Context: an optimization exercise on an open-source flow, tuned for a short achievable clock period and few clock cycles. The choices shown serve that exercise and are no tape-out recipe. In this exercise RTL edits were held to simulation tests only and were not proved equivalent to the original. No activity file was given, so power comes from the tool's default toggle rates.

## flow/design.v

```verilog
module sprite_sequencer #(
    parameter int MAX_SPRITES  = 16,
    parameter int NUM_FRAMES   = 512,
    parameter int WIDTH        = 1280,
    parameter int HEIGHT       = 720,
    parameter int ANIM_DIV     = 6,
    parameter int MAX_ANIM_LEN = 8,
    localparam int IW = $clog2(MAX_SPRITES),
    localparam int FW = $clog2(NUM_FRAMES),
    localparam int XW = $clog2(WIDTH),
    localparam int YW = $clog2(HEIGHT),
    localparam int LW = $clog2(MAX_ANIM_LEN + 1)
) (
    input  logic          clk_pixel,
    input  logic          sys_rst,
    input  logic          new_frame,
    input  logic          wr_en,
    input  logic [IW-1:0] wr_index,
    input  logic          wr_active,
    input  logic [XW-1:0] wr_x,
    input  logic [YW-1:0] wr_y,
    input  logic [FW-1:0] wr_base_frame,
    input  logic [LW-1:0] wr_anim_len,
    input  logic          sprite_ready,
    output logic          sprite_valid,
    output logic [XW-1:0] sprite_x,
    output logic [YW-1:0] sprite_y,
    output logic [FW-1:0] sprite_frame_number,
    output logic [IW-1:0] sprite_index,
    output logic          busy,
    output logic          list_done,
    output logic          overrun
);
    localparam int N  = MAX_SPRITES;
    localparam int DW = (ANIM_DIV > 1) ? $clog2(ANIM_DIV) : 1;
    logic          busy_reg;
    logic [DW-1:0] div_reg;
    logic          step_reg;
    logic          overrun_reg;
    logic          list_done_reg;
    logic          valid_reg;
    logic [XW-1:0] x_reg;
    logic [YW-1:0] y_reg;
    logic [FW-1:0] frame_reg;
    logic [IW-1:0] index_reg;
    logic [N-1:0]  mask_reg;
    logic [N-1:0]  low_reg;
    logic          took_step_reg;
    logic [N-1:0]  act_next;
    logic [XW-1:0] x_arr     [N];
    logic [YW-1:0] y_arr     [N];
    logic [FW-1:0] frame_arr [N];
    logic          start, late_start, out_free, take, mask_any, scan_end, step_now;
    logic [N-1:0]  low, below;
    always_comb begin
        below[0] = 1'b0;
        for (int i = 1; i < N; i++) below[i] = below[i-1] | mask_reg[i-1];
    end
    assign low      = mask_reg & ~below;
    assign mask_any = |mask_reg;
    assign start      = !busy_reg && new_frame;
    assign late_start = start && wr_en && !below[wr_index];
    assign out_free   = !valid_reg || sprite_ready;
    assign take       = (busy_reg && out_free) || (start && !late_start);
    assign scan_end   = busy_reg && out_free && !mask_any;
    assign step_now   = busy_reg ? step_reg : (div_reg == DW'(ANIM_DIV - 1));
    genvar gi;
    generate
        for (gi = 0; gi < N; gi++) begin : g_entry
            logic          active_reg;
            logic [XW-1:0] x_e_reg;
            logic [YW-1:0] y_e_reg;
            logic [FW-1:0] base_reg;
            logic [FW-1:0] frame_e_reg;
            logic [LW-1:0] len_reg;
            logic [LW-1:0] phase_reg;
            logic          wr_hit;
            logic          wrap;
            logic [LW-1:0] phase_inc;
            assign wr_hit    = wr_en && (wr_index == IW'(gi));
            assign phase_inc = phase_reg + LW'(1);
            assign wrap      = (phase_inc >= ((len_reg == '0) ? LW'(1) : len_reg));
            always_ff @(posedge clk_pixel or posedge sys_rst) begin
                if (sys_rst) begin
                    active_reg <= 1'b0;
                end else if (wr_hit) begin
                    active_reg <= wr_active;
                end
            end
            always_ff @(posedge clk_pixel) begin
                if (wr_hit) begin
                    x_e_reg     <= wr_x;
                    y_e_reg     <= wr_y;
                    base_reg    <= wr_base_frame;
                    frame_e_reg <= wr_base_frame;
                    len_reg     <= wr_anim_len;
                    phase_reg   <= '0;
                end else if (took_step_reg && low_reg[gi]) begin
                    phase_reg   <= wrap ? '0 : phase_inc;
                    frame_e_reg <= wrap ? base_reg : frame_e_reg + FW'(1);
                end
            end
            assign act_next[gi]  = wr_hit ? wr_active : active_reg;
            assign x_arr[gi]     = x_e_reg;
            assign y_arr[gi]     = y_e_reg;
            assign frame_arr[gi] = frame_e_reg;
        end
    endgenerate
    logic [XW-1:0] x_sel;
    logic [YW-1:0] y_sel;
    logic [FW-1:0] frame_sel;
    logic [IW-1:0] index_sel;
    always_comb begin
        x_sel     = '0;
        y_sel     = '0;
        frame_sel = '0;
        index_sel = '0;
        for (int i = 0; i < N; i++) begin
            x_sel     = x_sel     | (x_arr[i]     & {XW{low[i]}});
            y_sel     = y_sel     | (y_arr[i]     & {YW{low[i]}});
            frame_sel = frame_sel | (frame_arr[i] & {FW{low[i]}});
            index_sel = index_sel | (IW'(i)       & {IW{low[i]}});
        end
    end
    always_ff @(posedge clk_pixel or posedge sys_rst) begin
        if (sys_rst) begin
            busy_reg      <= 1'b0;
            div_reg       <= '0;
            step_reg      <= 1'b0;
            overrun_reg   <= 1'b0;
            list_done_reg <= 1'b0;
            mask_reg      <= '0;
            valid_reg     <= 1'b0;
            low_reg       <= '0;
            took_step_reg <= 1'b0;
        end else begin
            list_done_reg <= scan_end;
            low_reg       <= low;
            took_step_reg <= take && step_now;
            if (busy_reg && new_frame) begin
                overrun_reg <= 1'b1;
            end
            if (start) begin
                busy_reg <= 1'b1;
                if (div_reg == DW'(ANIM_DIV - 1)) begin
                    div_reg  <= '0;
                    step_reg <= 1'b1;
                end else begin
                    div_reg  <= div_reg + DW'(1);
                    step_reg <= 1'b0;
                end
            end else if (scan_end) begin
                busy_reg <= 1'b0;
            end
            if (take && mask_any) begin
                mask_reg  <= (busy_reg ? mask_reg : act_next) & ~low;
                valid_reg <= 1'b1;
            end else begin
                if (!busy_reg || scan_end) begin
                    mask_reg <= act_next;
                end
                if (take) begin
                    valid_reg <= 1'b0;
                end
            end
        end
    end
    always_ff @(posedge clk_pixel or posedge sys_rst) begin
        if (sys_rst) begin
            x_reg     <= '0;
            y_reg     <= '0;
            frame_reg <= '0;
            index_reg <= '0;
        end else if (out_free) begin
            x_reg     <= x_sel;
            y_reg     <= y_sel;
            frame_reg <= frame_sel;
            index_reg <= index_sel;
        end
    end
    assign sprite_valid        = valid_reg;
    assign sprite_x            = x_reg;
    assign sprite_y            = y_reg;
    assign sprite_frame_number = frame_reg;
    assign sprite_index        = index_reg;
    assign busy                = busy_reg;
    assign list_done           = list_done_reg;
    assign overrun             = overrun_reg;
endmodule
```

## flow/run.sh

```bash
#!/bin/bash
# synth_recipe.tcl (not shown) runs the flow's synth.tcl, then flattens the netlist and writes it again
# the make line also repeats each setting of config.mk as NAME=value (left out here)
make -C /OpenROAD-flow-scripts/flow DESIGN_CONFIG=/design/flow/config.mk WORK_HOME=/design/flow/orfs CLKGATE_MAP_FILE= SYNTH_SCRIPT=/design/flow/synth_recipe.tcl finish
```

## flow/config.mk

```make
export PLATFORM = sky130hd
export DESIGN_NAME = sprite_sequencer
export DESIGN_NICKNAME = sprite_sequencer
export VERILOG_FILES = /design/flow/design.v
export SDC_FILE = /design/flow/constraint.sdc
export NUM_CORES = 4
export LEC_CHECK = 0
export ABC_CLOCK_PERIOD_IN_PS = 2000
export CAP_MARGIN = 20
export CORE_MARGIN = 2
export CORE_UTILIZATION = 50
export CTS_CLUSTER_DIAMETER = 100
export CTS_CLUSTER_SIZE = 30
export GPL_ROUTABILITY_DRIVEN = 0
export PLACE_DENSITY = 0.75
export SETUP_SLACK_MARGIN = 3.6
export SLEW_MARGIN = 20
export TNS_END_PERCENT = 100
```

## flow/constraint.sdc

```tcl
create_clock -name core_clock -period 6.0 [get_ports {clk_pixel}]
set_input_delay 1.2000 -clock core_clock [delete_from_list [all_inputs] [get_ports {clk_pixel}]]
set_output_delay 1.2000 -clock core_clock [all_outputs]
set_load 0.01 [all_outputs]
```

==> reports/metrics.yaml, run 1 <==
finish:
  final_core_utilization: 0.590
  mostFrequentLayoutCell: "edfxtp_1"
  mostFrequentLayoutCells: "688 x edfxtp_1, 242 x nand2_1, 168 x o21ai_0, 143 x mux2i_1, 127 x buf_4"
  area_growth_pct: 16.8
  stdcell_count: 4009
  largest_register_ff_count: 176
  fin_nets: 3158
  drive_gt1_frac: 0.186
run_status:
  result_of_the_run: "finished clean"
job:
  drv_cap: 0
critical_path:
  timing.critical_path.required_ns: 6.49
  worst_setup_path_start_kind: "register"
  critical_path.max_fanout: 5
  reg2reg_slack_ns: 3.40
  worst_ep_arrival_time_ns: 3.08
  cp_capture_type: "register"
  timing_worst_setup_path_type: "register to register"
floorplan:
  design.portCount: 82
  core_area_mm2: 0.0731
  floorplan.die_area_mm2: 0.0761
  die_y_um: 276
  placementRows: 99
  initial_utilization: 0.505
  die_w_um: 276
logic_synthesis:
  post_synth_num_cell_types: 63
  yosysTopAreaCell: "edfxtp_1"
  post_synth_and_or_nand_nor_area_fraction: 0.0815
  synth.area.mux_share: 0.0444
  synth_enable_flop_cells: 688
  ys_warn_count: 4
  synth_top_family_by_area: "compound AO/OA/AOI/OAI gates"
  share_of_synthesized_area_occupied_by_flip_flops_and_latches: 0.656
  synth-compound-area-share: 0.123
  synth_top_flop_cell: "edfxtp_1"
  netlist.area_leader.share: 0.559
  synth_area_mm2: 0.0369
  postSynthCellCount: 2846
  synth_xor_xnor_area_share: 0.0344
  synth-async-reset-ratio: 0.108
  syn-mean-instance-area_um2: 13.0
  synth-seq-cells: 843
  synth.top_cells.by_area: "edfxtp_1 56%, dfrtp_1 6.2%, mux2i_1 4.0%"
  synthAdderAreaFrac: 0.0325
  synth_nets: 2986
global_route:
  antenna_found_initial: 6
  global_route.overflow_total: 0
  top_usage_layer: "met2"
  grt_util_met3: 0.0391
  track_usage: 0.265
  grt_use_met1: 0.347
  grt_start_max_net_pins: 65
  grt_pass1_vias: 25000
  wire_length_of_the_first_global_routing_pass_um: 152000
  grt.met2_usage: 0.436
power_and_ir_drop:
  ir_drop_worst_vdd_v: 0.000426
  power_density_mw_per_mm2: 377
  cellInternalPower_uw: 10800
  switchingPower_uw: 5450
  pwr-share-seq: 0.456
  power.share.combinational: 0.352
  clock_power_share: 0.192
  power.leakage_uw: 0.0156
  power.switching_fraction: 0.335
worst_hold_path:
  hp-class: "register to register"
routing:
  dr.first_iter.drc_count: 3200
  drt-total-wl_um: 105000
  drtAntennaViolNets: 0
  firstDrtPassIters: 17
  vias: 25700
  viasPerCell: 6.41
  routedWlPerCell_um: 26.3
  post-route-drc-count: 0
timing:
  tightestPinTransition_ns: 0.994
  setup-tns-final_ns: 0
  final_max_slew_viol_count: 0
  fin_hold_ws_ns: 0.480
  final.setup.worst_slack_ns: 3.40
  fin_crit_sh: 0.433
  max_freq_mhz: 385
  finalHoldViolations: 0
  final.setup_skew_ns: 0.0429
  slew_headroom: 0.334
  rsz0062_at_grt: "true"
  post-route-min-period_ns: 2.60
  finalSetupViolations: 0
place:
  dp_slack_ns: 1.63
  placement.io_buffers: 81
  dp_hpwl_um: 60100
  place_inst: 3777
clock_tree:
  cts_inserted_buffers: 36
  clock_path_buffers: 3
  clock_tree.root_cell: "clkbuf_16"
  number_of_sinks_handled_by_clock_tree_synthesis: 843
  insertion_delay_ns: 0.63
  clk_transition_reported_paths_ns: 0.12
  h_tree_levels: 2
  postCtsHoldBufs: 0
  cts_tree: "done"
## routing by layer
metal  vias to the layer above  routed length (um)
li1                      11100                   -
met1                     12700               39000
met2                      1565               49900
met3                       307               11000
met4                        10                5270
met5                         -                  69
## stage by stage
| step | total power, uW | instance area [um^2] |
|---|---|---|
| detailed placement | 11700 | 39100 |
| global route | 16800 | 43100 |
| global placement | 11500 | 39100 |
| finish | 16200 | 43100 |
| CTS | 15500 | 42000 |
| floorplan | 10100 | 37800 |
## area by class of cell
type	count	area, um^2
Fill cell	5437	30000
Sequential cell	843	24300
Multi-Input combinational cell	1753	12900
Timing Repair Buffer	286	3150
Tap cell	959	1200
Clock buffer	57	1010
Inverter	96	437
Clock inverter	9	155
Timing Repair inverter	2	17.5
Antenna cell	4	10.0
## power groups by stage
stage	Combinational, uW	Sequential [uW]	Clock [uW]
after global routing	6040	7440	3320
after detailed placement	4210	7460	0
after global placement	4030	7430	0
after CTS	5040	7330	3140
after floorplan	2800	7340	0
final	5720	7400	3120
## cell families (layout without fill, tap and decap cells)
family | count (synthesis) | in the layout
other cells | 0 | 4
compound gates | 704 | 704
fa+ha+maj | 96 | 96
buf+inv | 259 | 450
mux | 162 | 162
simple gates | 637 | 646
flops | 843 | 843
xor+xnor | 145 | 145
## critical path, cell delays in order (launching register included)
cell and delay, ns:
dfrtp_1 0.53, nor3b_4 0.25, buf_16 0.15, a222oi_1 0.81, o2111ai_1 0.29, a21oi_2 0.30, a31oi_1 0.14
## Yosys cell counts, types with 4 or more instances
| cell | instances |
|---|---|
| a21o_1 | 36 |
| a21oi_1 | 147 |
| a222oi_1 | 58 |
| a22o_1 | 32 |
| a22oi_1 | 125 |
| a31o_2 | 16 |
| a31oi_1 | 30 |
| and2_1 | 6 |
| and3_1 | 4 |
| buf_1 | 11 |
| buf_2 | 34 |
| clkbuf_1 | 113 |
| dfrtp_1 | 91 |
| dfxtp_1 | 64 |
| edfxtp_1 | 688 |
| ha_1 | 96 |
| inv_1 | 96 |
| mux2_2 | 15 |
| mux2i_1 | 147 |
| nand2_1 | 278 |
| nand2b_1 | 29 |
| nand3_1 | 117 |
| nand4_1 | 49 |
| nor2_1 | 93 |
| nor2b_1 | 5 |
| nor3_1 | 19 |
| o21ai_0 | 227 |
| o221ai_1 | 7 |
| or3b_2 | 17 |
| xnor2_1 | 81 |
| xor2_1 | 64 |
## final timing paths
| kind | from | to | depth (start not counted) |
|---|---|---|---|
| max in group asynchronous | sys_rst | x_reg[5] | 3 |
| min | g_entry[5].phase_reg[3] | g_entry[5].phase_reg[3] | 2 |
| min reg2reg | g_entry[5].phase_reg[3] | g_entry[5].phase_reg[3] | 2 |
| max | mask_reg[5] | frame_reg[0] | 6 |
| min in group asynchronous | sys_rst | list_done_reg | 2 |
| max reg2reg | mask_reg[5] | frame_reg[0] | 6 |
## what timing repair did
item                                     CTS  global route
gates resized for setup                  329           136
pin swaps                                 46            74
setup buffers                            108            25
cloned                                    17            12
endpoints found under the setup margin  1007           287
hold endpoints to repair                   0             0
Testbench counts, summed over its fixed seeds: cycles 50,115.
==> run 2: changes to the inputs <==
--- a/flow/config.mk
+++ b/flow/config.mk
@@ -8,11 +8,9 @@
 export ABC_CLOCK_PERIOD_IN_PS = 2000
 export CAP_MARGIN = 20
 export CORE_MARGIN = 2
-export CORE_UTILIZATION = 50
+export CORE_UTILIZATION = 58
 export CTS_CLUSTER_DIAMETER = 100
 export CTS_CLUSTER_SIZE = 30
-export GPL_ROUTABILITY_DRIVEN = 0
-export PLACE_DENSITY = 0.75
 export SETUP_SLACK_MARGIN = 3.6
 export SLEW_MARGIN = 20
 export TNS_END_PERCENT = 100
==> run 2 against run 1 <==
Via count decreased by 2.7%. Sequential power about the same. Combinational power decreased by 2%. Non-clock buffer count increased by 19. Area after synthesis unchanged. Wire length decreased by 2.0%. Utilization increased by 9.6 points. Clock skew decreased by 0.016 ns.
==> reports/metrics.yaml, run 2 <==
power_and_ir_drop:
  ir_drop_worst_vdd_v: 0.000253
  power_density_mw_per_mm2: 373
  fin_total_pwr_uw: 16100
  power.leakage_uw: 0.0157
logic_synthesis:
  share_of_synthesized_area_occupied_by_flip_flops_and_latches: 0.656
  synth-async-reset-ratio: 0.108
  synth_commonest_cells: "688 x edfxtp_1, 278 x nand2_1, 227 x o21ai_0"
  synth_area_mm2: 0.0369
  netlist.area_leader.share: 0.559
  synth_top_flop_cell: "edfxtp_1"
  post_synth_num_cell_types: 63
  syn-mean-instance-area_um2: 13.0
  synth_most_common_cell: "edfxtp_1"
  synth_enable_flop_cells: 688
  synth_nets: 2986
  synth.top_cells.by_area: "edfxtp_1 56%, dfrtp_1 6.2%, mux2i_1 4.0%"
  yosysTopAreaCell: "edfxtp_1"
  postSynthCellCount: 2846
  ys_warn_count: 4
  synth-seq-cells: 843
clock_tree:
  cts_tree: "done"
  clock_tree.root_cell: "clkbuf_16"
  number_of_sinks_handled_by_clock_tree_synthesis: 843
  postCtsHoldBufs: 0
  insertion_delay_ns: 0.62
  clock_path_buffers: 3
  h_tree_levels: 2
  clk_transition_reported_paths_ns: 0.10
  cts_inserted_buffers: 37
timing:
  final.setup_skew_ns: 0.0271
  max_freq_mhz: 398
  slew_headroom: 0.286
  finalHoldViolations: 0
  rsz0062_at_grt: "true"
  fin_crit_sh: 0.419
  tightestPinTransition_ns: 1.07
  setup-tns-final_ns: 0
  finalSetupViolations: 0
  final_max_slew_viol_count: 0
  post-route-min-period_ns: 2.51
  fin_hold_ws_ns: 0.476
critical_path:
  worst_ep_arrival_time_ns: 3.01
  cp_capture_type: "register"
  cp_max_stage_delay_ns: 0.68
  worstPathCellList: "or4_4 > nor3b_4 > buf_6 > buf_12 > a222oi_1 > o2111ai_2 > a21oi_2 > a31oi_1"
  worst_setup_path_start_kind: "register"
  critical_path.max_fanout: 8
  reg2reg_slack_ns: 3.49
  timing_worst_setup_path_type: "register to register"
  timing.critical_path.slowest_stage_cell: "a222oi_1"
  timing.critical_path.required_ns: 6.49
floorplan:
  floorplan.die_area_mm2: 0.0657
  die_y_um: 256
  initial_utilization: 0.587
  placementRows: 92
  design.portCount: 82
  core_area_mm2: 0.0630
  die_w_um: 256
finish:
  area_growth_pct: 16.9
  largest_register_ff_count: 176
  mostFrequentLayoutCells: "688 x edfxtp_1, 240 x nand2_1, 165 x o21ai_0, 146 x buf_4, 142 x mux2i_1"
  antennaDiodeCount: 0
  fin_nets: 3179
  mostFrequentLayoutCell: "edfxtp_1"
  drive_gt1_frac: 0.201
global_route:
  grt_pass1_vias: 24500
  antenna_found_initial: 3
  grt_start_max_net_pins: 68
  global_route.overflow_total: 0
  wire_length_of_the_first_global_routing_pass_um: 151000
  track_usage: 0.306
place:
  place_congestion: 0.873
  dp_hpwl_um: 60600
  placement.io_buffers: 81
routing:
  drt-total-wl_um: 103000
  post-route-drc-count: 0
  firstDrtPassIters: 7
  drtAntennaViolNets: 0
  viasPerCell: 6.39
  dr.first_iter.drc_count: 3024
  vias: 25000
  routedWlPerCell_um: 26.4
worst_hold_path:
  hp-class: "register to register"
run_status:
  result_of_the_run: "finished clean"
job:
  drv_cap: 0
## run 2: cell counts after synthesis
No cell type changed its count.
## run 2: path summary, 6_finish.rpt
kind                                            to  cells past startpoint                     from
setup reg to reg                      frame_reg[0]                      8              mask_reg[3]
hold / removal             g_entry[2].phase_reg[3]                      2  g_entry[2].phase_reg[3]
hold reg to reg            g_entry[2].phase_reg[3]                      2  g_entry[2].phase_reg[3]
setup / recovery                      frame_reg[0]                      8              mask_reg[3]
max in group asynchronous                 x_reg[6]                      3                  sys_rst
min in group asynchronous                 step_reg                      2                  sys_rst
## run 2: power breakdown
group	switching (uW)	total, uW	internal [uW]
logic	3010	5590	2580
registers	470	7380	6910
clock network	1900	3140	1240
total	5380	16100	10700
## run 2: cells by family (layout without fill, tap and decap cells)
kind of cell               after synthesis  in the layout  synth area share
DFF                                    843            843             0.656
adders and majority gates               96             96            0.0325
xor gates and xnor gates               145            145            0.0344
buffers and inverters                  259            470            0.0283
and+or+nand+nor                        637            648            0.0815
AOI/OAI and AO/OA                      704            704             0.123
muxes                                  162            162            0.0444
## run 2: metrics by stage
stage / instance area, um^2 / util / setup WS [ns] / std cells
2_1_floorplan: 37800 / - / 3.14 / 2846
3_3_place_gp: 39000 / 0.619 / 1.67 / 3666
3_5_place_dp: 39000 / 0.619 / 1.57 / 3666
4_1_cts: 42000 / 0.666 / 3.51 / 3866
5_1_grt: 43200 / 0.686 / 3.49 / 3914
6_report: 43200 / 0.686 / 3.49 / 3914
## run 2: per-layer routing
layer | part of all wire | global-route usage | vias up
li1 | - | - | 11200
met1 | 0.41 | 0.422 | 12600
met2 | 0.48 | 0.499 | 1069
met3 | 0.078 | 0.0512 | 161
met4 | 0.032 | 0.101 | 2
met5 | 0.00015 | 0 | -
## run 2: final cells by class
type                            instances  area [um^2]
Fill cell                            4506        19800
Multi-Input combinational cell       1755        13000
Sequential cell                       843        24300
Clock buffer                           54         1000
Inverter                               96          440
Tap cell                              846         1060
Timing Repair inverter                  1         8.76
Clock inverter                         14          181
Timing Repair Buffer                  305         3220
## run 2: what timing repair did
action / in CTS / in global routing
gates cloned: 16 / 12
setup buffers: 116 / 36
gates resized for setup: 330 / 147
pin swaps: 43 / 91
hold endpoints to repair: 0 / 0
setup endpoints to repair: 1003 / 285
## run 2: worst max-delay path, delay by kind of cell (launching register included)
family | cells | cell delay, ns
AND/OR/NAND/NOR | 2 | 0.25
flip-flops | 1 | 0.46
buffers and inverters | 2 | 0.26
AO/OA/AOI/OAI | 4 | 1.39
==> run 3: changes to the inputs <==
--- a/flow/design.v
+++ b/flow/design.v
@@ -44,14 +44,13 @@
     logic [FW-1:0] frame_reg;
     logic [IW-1:0] index_reg;
     logic [N-1:0]  mask_reg;
-    logic [N-1:0]  low_reg;
-    logic          took_step_reg;
+    logic [N-1:0]  adv_pend_reg;
     logic [N-1:0]  act_next;
     logic [XW-1:0] x_arr     [N];
     logic [YW-1:0] y_arr     [N];
     logic [FW-1:0] frame_arr [N];
     logic          start, late_start, out_free, take, mask_any, scan_end, step_now;
-    logic [N-1:0]  low, below;
+    logic [N-1:0]  low, below, pick;
     always_comb begin
         below[0] = 1'b0;
         for (int i = 1; i < N; i++) below[i] = below[i-1] | mask_reg[i-1];
@@ -62,6 +61,7 @@
     assign late_start = start && wr_en && !below[wr_index];
     assign out_free   = !valid_reg || sprite_ready;
     assign take       = (busy_reg && out_free) || (start && !late_start);
+    assign pick       = take ? low : '0;
     assign scan_end   = busy_reg && out_free && !mask_any;
     assign step_now   = busy_reg ? step_reg : (div_reg == DW'(ANIM_DIV - 1));
     genvar gi;
@@ -95,7 +95,7 @@
                     frame_e_reg <= wr_base_frame;
                     len_reg     <= wr_anim_len;
                     phase_reg   <= '0;
-                end else if (took_step_reg && low_reg[gi]) begin
+                end else if (adv_pend_reg[gi]) begin
                     phase_reg   <= wrap ? '0 : phase_inc;
                     frame_e_reg <= wrap ? base_reg : frame_e_reg + FW'(1);
                 end
@@ -131,12 +131,10 @@
             list_done_reg <= 1'b0;
             mask_reg      <= '0;
             valid_reg     <= 1'b0;
-            low_reg       <= '0;
-            took_step_reg <= 1'b0;
+            adv_pend_reg  <= '0;
         end else begin
             list_done_reg <= scan_end;
-            low_reg       <= low;
-            took_step_reg <= take && step_now;
+            adv_pend_reg  <= step_now ? pick : '0;
             if (busy_reg && new_frame) begin
                 overrun_reg <= 1'b1;
             end
@@ -165,18 +163,21 @@
             end
         end
     end
-    always_ff @(posedge clk_pixel or posedge sys_rst) begin
-        if (sys_rst) begin
-            x_reg     <= '0;
-            y_reg     <= '0;
-            frame_reg <= '0;
-            index_reg <= '0;
-        end else if (out_free) begin
-            x_reg     <= x_sel;
-            y_reg     <= y_sel;
-            frame_reg <= frame_sel;
-            index_reg <= index_sel;
-        end
+    logic          load_out;
+    logic [XW-1:0] x_next;
+    logic [YW-1:0] y_next;
+    logic [FW-1:0] frame_next;
+    logic [IW-1:0] index_next;
+    assign load_out   = take && mask_any;
+    assign x_next     = (x_sel     & {XW{load_out}}) | (x_reg     & {XW{!load_out}});
+    assign y_next     = (y_sel     & {YW{load_out}}) | (y_reg     & {YW{!load_out}});
+    assign frame_next = (frame_sel & {FW{load_out}}) | (frame_reg & {FW{!load_out}});
+    assign index_next = (index_sel & {IW{load_out}}) | (index_reg & {IW{!load_out}});
+    always_ff @(posedge clk_pixel) begin
+        x_reg     <= x_next;
+        y_reg     <= y_next;
+        frame_reg <= frame_next;
+        index_reg <= index_next;
     end
     assign sprite_valid        = valid_reg;
     assign sprite_x            = x_reg;
--- a/flow/config.mk
+++ b/flow/config.mk
@@ -8,7 +8,7 @@
 export ABC_CLOCK_PERIOD_IN_PS = 2000
 export CAP_MARGIN = 20
 export CORE_MARGIN = 2
-export CORE_UTILIZATION = 58
+export CORE_UTILIZATION = 50
 export CTS_CLUSTER_DIAMETER = 100
 export CTS_CLUSTER_SIZE = 30
 export SETUP_SLACK_MARGIN = 3.6
==> run 3 against run 2 <==
Final cell count is 4.1% higher. Still clean. Worst setup slack got worse by 0.053 ns. Largest power group unchanged. Non-clock buffer count is 21 higher. Critical path depth unchanged.
==> reports/metrics.yaml, run 3 <==
run_status:
  result_of_the_run: "finished clean"
timing:
  tightestPinTransition_ns: 1.14
  final_max_slew_viol_count: 0
  final.setup_skew_ns: 0.0336
  slew_headroom: 0.237
  setup-tns-final_ns: 0
  fin_crit_sh: 0.428
  finalSetupViolations: 0
  post-route-min-period_ns: 2.57
  finalHoldViolations: 0
  max_freq_mhz: 390
  rsz0062_at_grt: "true"
logic_synthesis:
  synth_top_flop_cell: "edfxtp_1"
  yosysTopAreaCell: "edfxtp_1"
  postSynthCellCount: 2870
  synth_area_mm2: 0.0373
  synth-seq-cells: 842
  synth_enable_flop_cells: 722
  synth-async-reset-ratio: 0.0665
  ys_warn_count: 4
  netlist.area_leader.share: 0.581
  share_of_synthesized_area_occupied_by_flip_flops_and_latches: 0.653
  post_synth_num_cell_types: 61
  syn-mean-instance-area_um2: 13.0
  synth.top_cells.by_area: "edfxtp_1 58%, mux2i_1 3.9%, dfrtp_1 3.8%"
  synth_most_common_cell: "edfxtp_1"
  synth_nets: 3010
  synth_commonest_cells: "722 x edfxtp_1, 290 x nand2_1, 245 x o21ai_0"
finish:
  regArea_mm2: 0.0244
  mostFrequentLayoutCells: "722 x edfxtp_1, 266 x nand2_1, 184 x o21ai_0, 140 x mux2i_1, 135 x buf_4"
  area_growth_pct: 18.9
  layout.filler_cells: 5691
  layout.cell_area.non_filler_mm2: 0.0444
  fin_nets: 3223
  largest_register_ff_count: 176
  final_core_utilization: 0.598
  multiInputGateArea_mm2: 0.0136
  stdcell_count: 4073
  mostFrequentLayoutCell: "edfxtp_1"
  drive_gt1_frac: 0.197
job:
  drv_cap: 0
global_route:
  wire_length_of_the_first_global_routing_pass_um: 160000
  grt_pass1_vias: 24300
  grt.met2_usage: 0.445
  antenna_found_initial: 9
  track_usage: 0.278
  global_route.overflow_total: 0
  grt_start_max_net_pins: 63
  grt_util_met3: 0.0522
  top_usage_layer: "met2"
  grt_use_met1: 0.387
clock_tree:
  cts_tree: "done"
  clk_transition_reported_paths_ns: 0.11
  insertion_delay_ns: 0.62
  cts_inserted_buffers: 36
  clock_tree.root_cell: "clkbuf_16"
  number_of_sinks_handled_by_clock_tree_synthesis: 842
  h_tree_levels: 2
  clock_path_buffers: 3
  postCtsHoldBufs: 0
floorplan:
  design.portCount: 82
  floorplan.die_area_mm2: 0.0769
  placementRows: 100
  die_w_um: 277
  die_y_um: 277
  initial_utilization: 0.503
  core_area_mm2: 0.0742
place:
  place_area_mm2: 0.0394
  place_congestion: 0.911
  placement.io_buffers: 81
  place_inst: 3814
  dp_hpwl_um: 63100
power_and_ir_drop:
  power.leakage_uw: 0.0158
  power_density_mw_per_mm2: 380
  ir_drop_worst_vdd_v: 0.000284
routing:
  dr.first_iter.drc_count: 2873
  vias: 25400
  drtAntennaViolNets: 0
  firstDrtPassIters: 5
  viasPerCell: 6.23
  routedWlPerCell_um: 27.8
  drt-total-wl_um: 113000
  post-route-drc-count: 0
critical_path:
  critical_path.max_fanout: 32
  worst_setup_path_start_kind: "register"
  worst_ep_arrival_time_ns: 2.84
  timing.critical_path.required_ns: 6.27
  cp_capture_type: "register"
  timing_worst_setup_path_type: "register to register"
worst_hold_path:
  hp-class: "register to register"
[run 3: routing by layer]
metal / up-vias / wire [um]
met5: - / 80
met4: 12 / 4050
met3: 211 / 9520
met2: 1067 / 52500
met1: 12900 / 47100
li1: 11200 / -
[run 3: worst paths after layout]
path,startpoint,end,slack [ns],cells past startpoint
max in group asynchronous,sys_rst,busy_reg,3.98,3
hold / removal,overrun_reg,overrun_reg,0.48,1
setup / recovery,mask_reg[0],register,3.43,8
setup reg to reg,mask_reg[0],register,3.43,8
min in group asynchronous,sys_rst,adv_pend_reg[5],1.40,3
hold reg to reg,overrun_reg,overrun_reg,0.48,1
[run 3: logic make-up after synthesis]
group | count (synthesis) | share of synthesized area
XOR/XNOR | 145 | 0.0340
buffers and inverters | 254 | 0.0276
AND/OR/NAND/NOR | 688 | 0.0870
flip-flops | 842 | 0.653
multiplexers | 164 | 0.0445
adder cells (fa/ha/maj) | 96 | 0.0322
AO/OA/AOI/OAI | 681 | 0.122
[run 3: power by group]
group	total (uW)	leakage, uW	internal, uW	switching, uW
sequential	7330	0.00780	6970	364
clock	3110	0.000543	1240	1860
combinational	6420	0.00743	2750	3670
total	16900	0.0158	11000	5890
[run 3: critical path, stage by stage (launching register included)]
cell and delay [ns]:
dfrtp_2 0.43, buf_4 0.14, buf_12 0.09, nor3_2 0.05, and2_1 0.18, buf_8 0.18
a221o_1 0.43, a221oi_4 0.36, o211ai_1 0.36
[run 3: area by class of cell]
type                       instances  share of cell area
inverter                          87             0.00744
clock inverter                    15             0.00349
clock buffer                      41              0.0216
antenna                            3            0.000169
tap                              969              0.0273
timing repair buffer             326              0.0842
sequential                       842               0.550
multi-input combinational       1790               0.306
[run 3: timing repair]
item / in CTS / in global routing
gates cloned: 31 / 19
pin swaps: 57 / 87
setup buffers: 103 / 47
gates resized for setup: 374 / 196
endpoints found under the setup margin: 1043 / 306
[run 3: stage by stage]
stage	worst slack [ns]	hold slack, ns	power [uW]
3_5_place_dp	1.74	0.461	11900
3_3_place_gp	1.84	0.444	11800
2_1_floorplan	3.02	0.444	10100
6_report	3.43	0.475	16900
4_1_cts	3.46	0.476	16000
5_1_grt	3.42	0.494	17400
Testbench counts of run 3, summed over its fixed seeds: cycles 50,115.

-- separate check: timing with driven ports --
No port has a modelled driver above. Below, the same layouts with a new extraction and two added sets of constraints.
Step 1 sets driving cells, clkbuf_16 on the clock port and buf_2 on the other inputs (assumed; they add their load-dependent delay and slew).
Step 2 moves the port delays by t, midway between the first and last clock arrival at a register: inputs arrive t later, outputs are due t later. That takes back most of the time a late clock gives input paths.
a / b / c = ideal ports / drivers / drivers and shift; a / b = the first two.
run | t (ns) | setup WS [ns] | hold WS [ns] | worst setup path after step 2 | worst data-port slew with drivers (ns)
run 1 | 0.667 | 3.405 / 3.405 / 2.906 | 0.480 / 0.480 / 0.480 | input to register | 0.08
run 2 | 0.677 | 3.487 / 3.435 / 2.949 | 0.476 / 0.476 / 0.476 | input to register | 0.08
run 3 | 0.667 | 3.434 / 3.391 / 2.723 | 0.475 / 0.475 / 0.475 | input to register | 0.24
After both steps setup and hold are still met in every run listed. The setup slack of run 3, which loses most, moves by -0.043 ns with the drivers and by -0.711 ns with both steps.
